This design comes from an exercise in tuning for small area and a short achievable clock period on the open sky130 flow, not from production work.
At most, simulation tests tie the RTL to the original design; equivalence was not proved.
No activity file was given, so power comes from the tool's default toggle rates.

==> flow/design.v <==
package conv_pkg;
   localparam int LANE_W = 8;
   typedef enum logic [1:0] {
      IDLE  = 2'd0,
      RUN   = 2'd1,
      DRAIN = 2'd2
   } state_e;
   function automatic logic [31:0] ceil_div(input logic [31:0] num, input logic [31:0] den);
      ceil_div = (num + den - 32'd1) / den;
   endfunction
endpackage
module conv_out_fifo #(
   parameter int WIDTH = 65,
   parameter int DEPTH = 16,
   localparam int SD   = DEPTH - 1,
   localparam int CW   = $clog2(DEPTH) + 1
) (
   input  logic             clk,
   input  logic             reset,
   input  logic             push_i,      
   input  logic [WIDTH-1:0] wrData_i,
   input  logic             ready_i,     
   output logic [WIDTH-1:0] rdData_o,
   output logic             valid_o,     
   output logic             empty_d_o,   
   output logic             one_d_o,     
   output logic             full_d_o     
);
   logic [SD-1:0][WIDTH-1:0] mem_q;
   logic [WIDTH-1:0] head_q;
   logic             headTakesMem, headHold;
   logic [SD-1:0]    wrOH_q, rdOH_q, wrOH_d, we_q;
   logic [CW-1:0]    count_q, count_d;
   logic             valid_q, one_q, notFull_q;
   logic             eq2, eq15;
   logic             pop;
   logic             headTakesIn;
   logic             empty_d, one_d, full_d;
   logic [WIDTH-1:0] memRd;
   assign pop  = ready_i && valid_q;
   assign eq2  = (count_q == CW'(2));
   assign eq15 = (count_q == CW'(DEPTH - 1));
   assign headTakesIn = !valid_q || (one_q && ready_i);
   always_comb begin
      case ({push_i, pop})
         2'b10:   count_d = count_q + CW'(1);
         2'b01:   count_d = count_q - CW'(1);
         default: count_d = count_q;
      endcase
   end
   assign empty_d = (!valid_q && !push_i) || (one_q && pop && !push_i);
   assign one_d   = (!valid_q && push_i) || (one_q && (push_i == pop)) ||
                    (eq2 && pop && !push_i);
   assign full_d  = (!notFull_q && !pop) || (eq15 && push_i && !pop);
   assign wrOH_d = (push_i && !headTakesIn) ? {wrOH_q[SD-2:0], wrOH_q[SD-1]} : wrOH_q;
   always_ff @(posedge clk or negedge reset) begin
      if (!reset) begin
         wrOH_q    <= SD'(1);
         we_q      <= SD'(1);
         rdOH_q    <= SD'(1);
         count_q   <= '0;
         valid_q   <= 1'b0;
         one_q     <= 1'b0;
         notFull_q <= 1'b1;
      end else begin
         wrOH_q    <= wrOH_d;
         we_q      <= full_d ? '0 : wrOH_d;
         if (pop && valid_q && !one_q) rdOH_q <= {rdOH_q[SD-2:0], rdOH_q[SD-1]};
         count_q   <= count_d;
         valid_q   <= !empty_d;
         one_q     <= one_d;
         notFull_q <= !full_d;
      end
   end
   always_comb begin
      memRd = '0;
      for (int i = 0; i < SD; i++) memRd = memRd | (mem_q[i] & {WIDTH{rdOH_q[i]}});
   end
   assign headTakesMem = !headTakesIn && ready_i;
   assign headHold     = !headTakesIn && !ready_i;
   always_ff @(posedge clk) begin
      for (int i = 0; i < SD; i++)
         mem_q[i] <= (mem_q[i] & {WIDTH{!we_q[i]}}) | (wrData_i & {WIDTH{we_q[i]}});
      head_q <= (head_q & {WIDTH{headHold}}) | (wrData_i & {WIDTH{headTakesIn}}) |
                (memRd & {WIDTH{headTakesMem}});
   end
   assign rdData_o  = head_q;
   assign valid_o   = valid_q;
   assign empty_d_o = empty_d;
   assign one_d_o   = one_d;
   assign full_d_o  = full_d;
endmodule
import conv_pkg::*;
module conv_output_stream #(
   parameter int LANES      = 8,
   parameter int DIM_W      = 16,
   parameter int FIFO_DEPTH = 16
) (
   input  logic                    clk,
   input  logic                    reset,
   input  logic                    start,
   input  logic [DIM_W-1:0]        In_Channel,
   input  logic [DIM_W-1:0]        Matrix_Col,
   input  logic [DIM_W-1:0]        Matrix_Row,
   input  logic [LANE_W*LANES-1:0] sData,
   input  logic                    sValid,
   output logic                    sReady,
   output logic [LANE_W*LANES-1:0] mData_payload,
   output logic                    mData_valid,
   input  logic                    mData_ready,
   output logic                    mData_last,
   output logic                    mData_rowEnd,
   output logic                    layer_done
);
   localparam int DATA_W = LANE_W * LANES;
   localparam int FIFO_W = DATA_W + 1;
   localparam int CNT_W  = $clog2(FIFO_DEPTH) + 1;
   localparam int LW     = $clog2(LANES);
   localparam int GRP_W  = DIM_W - LW;
   logic              idle_q, run_q, drain_q;
   logic              sReady_q, last_q, layerDone_q;
   logic [GRP_W-1:0]  grpCnt_q, grpInit_q;
   logic [LW-1:0]     rem_q;
   logic [DIM_W-1:0]  colCnt_q, colInit_q;
   logic [DIM_W-1:0]  rowCnt_q;
   logic              lastGroup_q, lastCol_q, lastRow_q;
   logic              grpOne_q, colOne_q;
   logic [LANES-1:0]  keep_q, keepLast_q;
   logic              accept;
   logic              runEnd;
   logic              dimZero;
   logic              take;
   logic              beatRowEnd;
   logic [DATA_W-1:0] beatData;
   logic              idle_d, run_d, drain_d;
   logic              lastGroup_d;
   logic              inGrpOne, inColOne, inRowOne;
   logic [LANES-1:0]  inKeepLast;
   logic              grpNextLast, colNextLast, rowNextLast;
   logic              fifoValid, fifoEmpty_d, fifoOne_d, fifoFull_d;
   logic [FIFO_W-1:0] fifoRdData;
   assign sReady     = sReady_q;
   assign accept     = sValid && sReady_q;
   assign beatRowEnd = lastGroup_q && lastCol_q;
   assign runEnd     = accept && lastGroup_q && lastCol_q && lastRow_q;
   assign dimZero    = (In_Channel == '0) || (Matrix_Col == '0) || (Matrix_Row == '0);
   assign take       = start && !dimZero;
   assign layer_done = layerDone_q;
   assign mData_last = last_q;
   assign idle_d  = idle_q ? !take : (drain_q && !fifoValid);
   assign run_d   = run_q ? !runEnd : (idle_q && take);
   assign drain_d = drain_q ? fifoValid : (run_q && runEnd);
   assign inGrpOne = (In_Channel[DIM_W-1:LW] == '0) || (In_Channel == DIM_W'(LANES));
   assign inColOne = (Matrix_Col == DIM_W'(1));
   assign inRowOne = (Matrix_Row == DIM_W'(1));
   always_comb begin
      for (int i = 0; i < LANES; i++)
         inKeepLast[i] = (In_Channel[LW-1:0] == '0) || (In_Channel[LW-1:0] > LW'(i));
   end
   assign grpNextLast = (rem_q == '0) ? (grpCnt_q == GRP_W'(2)) : (grpCnt_q == GRP_W'(1));
   assign colNextLast = (colCnt_q == DIM_W'(2));
   assign rowNextLast = (rowCnt_q == DIM_W'(2));
   assign lastGroup_d = lastGroup_q ? grpOne_q : grpNextLast;
   always_ff @(posedge clk or negedge reset) begin
      if (!reset) begin
         idle_q      <= 1'b1;
         run_q       <= 1'b0;
         drain_q     <= 1'b0;
         sReady_q    <= 1'b0;
         last_q      <= 1'b0;
         layerDone_q <= 1'b0;
      end else begin
         idle_q      <= idle_d;
         run_q       <= run_d;
         drain_q     <= drain_d;
         sReady_q    <= run_d && !fifoFull_d;
         last_q      <= drain_d && fifoOne_d;
         layerDone_q <= (idle_q && start && dimZero) || (drain_q && !fifoValid);
      end
   end
   always_ff @(posedge clk) begin
      if (idle_q) begin
         grpCnt_q    <= In_Channel[DIM_W-1:LW];
         grpInit_q   <= In_Channel[DIM_W-1:LW];
         rem_q       <= In_Channel[LW-1:0];
         colCnt_q    <= Matrix_Col;
         colInit_q   <= Matrix_Col;
         rowCnt_q    <= Matrix_Row;
         grpOne_q    <= inGrpOne;
         colOne_q    <= inColOne;
         lastGroup_q <= inGrpOne;
         lastCol_q   <= inColOne;
         lastRow_q   <= inRowOne;
         keepLast_q  <= inKeepLast;
         keep_q      <= inGrpOne ? inKeepLast : '1;
      end else if (accept) begin
         lastGroup_q <= lastGroup_d;
         keep_q      <= lastGroup_d ? keepLast_q : '1;
         if (!lastGroup_q) begin
            grpCnt_q <= grpCnt_q - GRP_W'(1);
         end else begin
            grpCnt_q <= grpInit_q;
            if (!lastCol_q) begin
               colCnt_q  <= colCnt_q - DIM_W'(1);
               lastCol_q <= colNextLast;
            end else begin
               colCnt_q  <= colInit_q;
               lastCol_q <= colOne_q;
               rowCnt_q  <= rowCnt_q - DIM_W'(1);
               lastRow_q <= rowNextLast;
            end
         end
      end
   end
   always_comb begin
      for (int i = 0; i < LANES; i++) begin
         beatData[i*LANE_W +: LANE_W] = keep_q[i] ? sData[i*LANE_W +: LANE_W] : '0;
      end
   end
   conv_out_fifo #(
      .WIDTH (FIFO_W),
      .DEPTH (FIFO_DEPTH)
   ) u_fifo (
      .clk       (clk),
      .reset     (reset),
      .push_i    (accept),
      .wrData_i  ({beatRowEnd, beatData}),
      .ready_i   (mData_ready),
      .rdData_o  (fifoRdData),
      .valid_o   (fifoValid),
      .empty_d_o (fifoEmpty_d),
      .one_d_o   (fifoOne_d),
      .full_d_o  (fifoFull_d)
   );
   assign mData_valid = fifoValid;
   assign {mData_rowEnd, mData_payload} = fifoRdData;
endmodule
Settings: LEC_CHECK=0, CAP_MARGIN=20, CORE_MARGIN=2, CORE_UTILIZATION=65, CTS_CLUSTER_DIAMETER=100, CTS_CLUSTER_SIZE=30, SETUP_SLACK_MARGIN=3.0, SLEW_MARGIN=20; clock period 5.0 ns.
standard.sh (not shown) runs the stock make flow with config.mk's settings and CLKGATE_MAP_FILE= SYNTH_SCRIPT=/design/flow/synth_recipe.tcl, a recipe that flattens the netlist after the stock synthesis.
==> flow/flow/run.sh <==
#!/bin/bash
# Standard ORFS layout, except that the port buffers are plain buf_2 cells instead
# of the delay cell buffer_ports picks by default.
set -euo pipefail
bash standard.sh synth > synth.log 2>&1
bash standard.sh "BUFFER_PORTS_ARGS=-buffer_cell sky130_fd_sc_hd__buf_2" finish > layout.log 2>&1
==> next run, changes <==
--- a/flow/design.v
+++ b/flow/design.v
@@ -27,11 +27,11 @@
    output logic             full_d_o     
 );
    logic [SD-1:0][WIDTH-1:0] mem_q;
    logic [WIDTH-1:0] head_q;
    logic             headTakesMem, headHold;
-   logic [SD-1:0]    wrOH_q, rdOH_q, wrOH_d, we_q;
+   logic [SD-1:0]    wrOH_q, rdOH_q, wrOH_d, we_q, hold_q;
    logic [CW-1:0]    count_q, count_d;
    logic             valid_q, one_q, notFull_q;
    logic             eq2, eq15;
    logic             pop;
    logic             headTakesIn;
@@ -55,18 +55,20 @@
    assign wrOH_d = (push_i && !headTakesIn) ? {wrOH_q[SD-2:0], wrOH_q[SD-1]} : wrOH_q;
    always_ff @(posedge clk or negedge reset) begin
       if (!reset) begin
          wrOH_q    <= SD'(1);
          we_q      <= SD'(1);
+         hold_q    <= ~SD'(1);
          rdOH_q    <= SD'(1);
          count_q   <= '0;
          valid_q   <= 1'b0;
          one_q     <= 1'b0;
          notFull_q <= 1'b1;
       end else begin
          wrOH_q    <= wrOH_d;
          we_q      <= full_d ? '0 : wrOH_d;
+         hold_q    <= full_d ? '1 : ~wrOH_d;
          if (pop && valid_q && !one_q) rdOH_q <= {rdOH_q[SD-2:0], rdOH_q[SD-1]};
          count_q   <= count_d;
          valid_q   <= !empty_d;
          one_q     <= one_d;
          notFull_q <= !full_d;
@@ -78,11 +80,11 @@
    end
    assign headTakesMem = !headTakesIn && ready_i;
    assign headHold     = !headTakesIn && !ready_i;
    always_ff @(posedge clk) begin
       for (int i = 0; i < SD; i++)
-         mem_q[i] <= (mem_q[i] & {WIDTH{!we_q[i]}}) | (wrData_i & {WIDTH{we_q[i]}});
+         mem_q[i] <= (mem_q[i] & {WIDTH{hold_q[i]}}) | (wrData_i & {WIDTH{we_q[i]}});
       head_q <= (head_q & {WIDTH{headHold}}) | (wrData_i & {WIDTH{headTakesIn}}) |
                 (memRd & {WIDTH{headTakesMem}});
    end
    assign rdData_o  = head_q;
    assign valid_o   = valid_q;
The changed run finished clean.
Final area fell by 1.9%.
Hold slack degrades by 0.035 ns.
Total power fell by 5.6%.
Non-clock buffer count fell by 2.
Utilization fell by 1.8 points.
Via count rose by 40%.
No functional check of the RTL was part of any run of this note.

* * *

== before ==
Another version of the RTL of conv_output_stream (not shown whole).
Size: ~4100 cells after synthesis, ~190 I/O pins, roughly 44000 sq um of cells after synthesis.
==> module conv_out_fifo, before the edit <==
module conv_out_fifo #(
   parameter int WIDTH = 65,
   parameter int DEPTH = 16,
   localparam int SD   = DEPTH - 1
) (
   input  logic             clk,
   input  logic             reset,
   input  logic             push_i,      
   input  logic [WIDTH-1:0] wrData_i,
   input  logic             ready_i,     
   output logic [WIDTH-1:0] rdData_o,
   output logic             valid_o,     
   output logic             empty_o,     
   output logic             one_d_o,     
   output logic             full_d_o     
);
   logic [SD-1:0][WIDTH-1:0] mem_q;
   logic [WIDTH-1:0] head_q;
   logic             headTakesMem, headHold;
   logic [SD-1:0]    wrOH_q, rdOH_q, wrOH_d, we_q, hold_q;
   logic             valid_q, empty_q, one_q, notFull_q;
   logic             eq2, eq15;
   logic             pop;
   logic             headTakesIn;
   logic             empty_d, one_d, full_d;
   logic [WIDTH-1:0] memRd;
   assign pop = ready_i && !empty_q;
   assign eq2  = |(wrOH_q & {rdOH_q[SD-2:0], rdOH_q[SD-1]});
   assign eq15 = |(rdOH_q & {wrOH_q[SD-2:0], wrOH_q[SD-1]});
   assign headTakesIn = empty_q || (one_q && ready_i);
   assign empty_d = (empty_q && !push_i) || (one_q && pop && !push_i);
   assign one_d   = (empty_q && push_i) || (one_q && (push_i == pop)) ||
                    (eq2 && pop && !push_i);
   assign full_d  = (!notFull_q && !pop) || (eq15 && push_i && !pop);
   assign wrOH_d = (push_i && !headTakesIn) ? {wrOH_q[SD-2:0], wrOH_q[SD-1]} : wrOH_q;
   always_ff @(posedge clk or negedge reset) begin
      if (!reset) begin
         wrOH_q    <= SD'(1);
         we_q      <= SD'(1);
         hold_q    <= ~SD'(1);
         rdOH_q    <= SD'(1);
         valid_q   <= 1'b0;
         empty_q   <= 1'b1;
         one_q     <= 1'b0;
         notFull_q <= 1'b1;
      end else begin
         wrOH_q    <= wrOH_d;
         we_q      <= full_d ? '0 : wrOH_d;
         hold_q    <= full_d ? '1 : ~wrOH_d;
         if (pop && !one_q) rdOH_q <= {rdOH_q[SD-2:0], rdOH_q[SD-1]};
         valid_q   <= !empty_d;
         empty_q   <= empty_d;
         one_q     <= one_d;
         notFull_q <= !full_d;
      end
   end
   always_comb begin
      memRd = '0;
      for (int i = 0; i < SD; i++) memRd = memRd | (mem_q[i] & {WIDTH{rdOH_q[i]}});
   end
   assign headTakesMem = !headTakesIn && ready_i;
   assign headHold     = !headTakesIn && !ready_i;
   always_ff @(posedge clk) begin
      for (int i = 0; i < SD; i++)
         mem_q[i] <= (mem_q[i] & {WIDTH{hold_q[i]}}) | (wrData_i & {WIDTH{we_q[i]}});
      head_q <= (head_q & {WIDTH{headHold}}) | (wrData_i & {WIDTH{headTakesIn}}) |
                (memRd & {WIDTH{headTakesMem}});
   end
   assign rdData_o = head_q;
   assign valid_o  = valid_q;
   assign empty_o  = empty_q;
   assign one_d_o  = one_d;
   assign full_d_o = full_d;
endmodule
Settings: LEC_CHECK=0, CAP_MARGIN=20, CORE_MARGIN=2, CORE_UTILIZATION=65, CTS_CLUSTER_DIAMETER=90, CTS_CLUSTER_SIZE=24, SETUP_SLACK_MARGIN=3.0, SLEW_MARGIN=20; clock period 5.0 ns.
==> flow/flow/run.sh <==
#!/bin/bash
# Standard ORFS layout, except that:
#  - the port buffers are plain buf_2 cells instead of the delay cell buffer_ports
#    picks by default;
#  - the resizer may change a cell's footprint when it sizes it;
#  - clock tree synthesis uses a finer H-tree wire unit (shorter insertion delay).
set -euo pipefail
bash standard.sh synth > synth.log 2>&1
bash standard.sh "BUFFER_PORTS_ARGS=-buffer_cell sky130_fd_sc_hd__buf_2" MATCH_CELL_FOOTPRINT=0 \
  "CTS_ARGS=-sink_clustering_enable -repair_clock_nets -sink_clustering_size 24 -sink_clustering_max_diameter 90 -wire_unit 5" \
  finish > layout.log 2>&1
The flow did not stop early for before: all stages ran, and the layout cleared the timing, design-rule and antenna checks.
Here is what was changed in the inputs of after compared with before.
--- a/flow/design.v
+++ b/flow/design.v
@@ -27,9 +27,9 @@
 );
    logic [SD-1:0][WIDTH-1:0] mem_q;
    logic [WIDTH-1:0] head_q;
    logic             headTakesMem, headHold;
-   logic [SD-1:0]    wrOH_q, rdOH_q, wrOH_d, we_q, hold_q;
+   logic [SD-1:0]    wrOH_q, rdOH_q, wrOH_d, we, hold;
    logic             valid_q, empty_q, one_q, notFull_q;
    logic             eq2, eq15;
    logic             pop;
    logic             headTakesIn;
@@ -42,23 +42,21 @@
    assign empty_d = (empty_q && !push_i) || (one_q && pop && !push_i);
    assign one_d   = (empty_q && push_i) || (one_q && (push_i == pop)) ||
                     (eq2 && pop && !push_i);
    assign full_d  = (!notFull_q && !pop) || (eq15 && push_i && !pop);
+   assign we   = notFull_q ? wrOH_q : '0;
+   assign hold = notFull_q ? ~wrOH_q : '1;
    assign wrOH_d = (push_i && !headTakesIn) ? {wrOH_q[SD-2:0], wrOH_q[SD-1]} : wrOH_q;
    always_ff @(posedge clk or negedge reset) begin
       if (!reset) begin
          wrOH_q    <= SD'(1);
-         we_q      <= SD'(1);
-         hold_q    <= ~SD'(1);
          rdOH_q    <= SD'(1);
          valid_q   <= 1'b0;
          empty_q   <= 1'b1;
          one_q     <= 1'b0;
          notFull_q <= 1'b1;
       end else begin
          wrOH_q    <= wrOH_d;
-         we_q      <= full_d ? '0 : wrOH_d;
-         hold_q    <= full_d ? '1 : ~wrOH_d;
          if (pop && !one_q) rdOH_q <= {rdOH_q[SD-2:0], rdOH_q[SD-1]};
          valid_q   <= !empty_d;
          empty_q   <= empty_d;
          one_q     <= one_d;
@@ -72,9 +70,9 @@
    assign headTakesMem = !headTakesIn && ready_i;
    assign headHold     = !headTakesIn && !ready_i;
    always_ff @(posedge clk) begin
       for (int i = 0; i < SD; i++)
-         mem_q[i] <= (mem_q[i] & {WIDTH{hold_q[i]}}) | (wrData_i & {WIDTH{we_q[i]}});
+         mem_q[i] <= (mem_q[i] & {WIDTH{hold[i]}}) | (wrData_i & {WIDTH{we[i]}});
       head_q <= (head_q & {WIDTH{headHold}}) | (wrData_i & {WIDTH{headTakesIn}}) |
                 (memRd & {WIDTH{headTakesMem}});
    end
    assign rdData_o = head_q;
==> comparison <==
When after is set beside before, its area added between synthesis and finish turns out to be 2.9 points larger. Diff before -> after: non-clock buffer area fraction after layout went up 1.4 points, core utilization went up 2.1 points, flip-flop and latch count went down 2.5%, highest attainable clock frequency went down 1.6%, power per unit of standard cell area went down about 1.3%. Relative to before, clock network power share has decreased by 0.4 points in after. after vs before, time the final worst path needs with I/O delays and setup went up by 0.036 ns. Between after and before, it is after whose relative slew slack is higher, by 13 points. Of the two candidates, before has the worse core area and after the better one. From before to after the numbers moved as follows: part of the total power dissipated in combinational logic shows an increase of 1.3 points, met3 capacity usage during global routing lost 4.5 points. Of the two values seen for first element of the critical path, layerDone_q$_DFF_PN0_ was produced by after and u_fifo.head_q[6]$_DFF_P_ by before.
The RTL of after was laid out without a check of its function.

## what the ideal ports hide
How much do the figures lean on ideal ports? The routed layouts below were timed once more, with nothing changed but the port constraints. Step 1, drivers: a clkbuf_16 drives clk and a buf_2 each remaining input, both assumed. Step 2 moves the port delays by t, midway between the first and last clock arrival at a register: inputs arrive t later, outputs are due t later. That takes back most of the time a late clock gives input paths. Slacks: no drivers / after step 1 / after step 2; pairs: no drivers / after step 1.
| run | t, ns | setup slack, ns | hold slack, ns | clock arrival spread, ns | pins driven straight from the clock port |
|---|---|---|---|---|---|
| the first run of note 1 | 0.712 | 2.778 / 2.711 / 2.225 | 0.488 / 0.445 / 0.499 | 0.024 / 0.023 | 1 |
| the second run of note 1 | 0.722 | 2.752 / 2.679 / 2.054 | 0.453 / 0.441 / 0.497 | 0.040 / 0.040 | 1 |
| before | 0.682 | 2.838 / 2.772 / 2.295 | 0.453 / 0.418 / 0.453 | 0.042 / 0.042 | 1 |
| after | 0.687 | 2.802 / 2.731 / 2.364 | 0.440 / 0.440 / 0.440 | 0.020 / 0.020 | 1 |
After both steps every run listed still meets setup and hold. For the second run of note 1, which loses most, drivers alone change the setup slack by -0.073 ns; drivers and shift together by -0.698 ns.
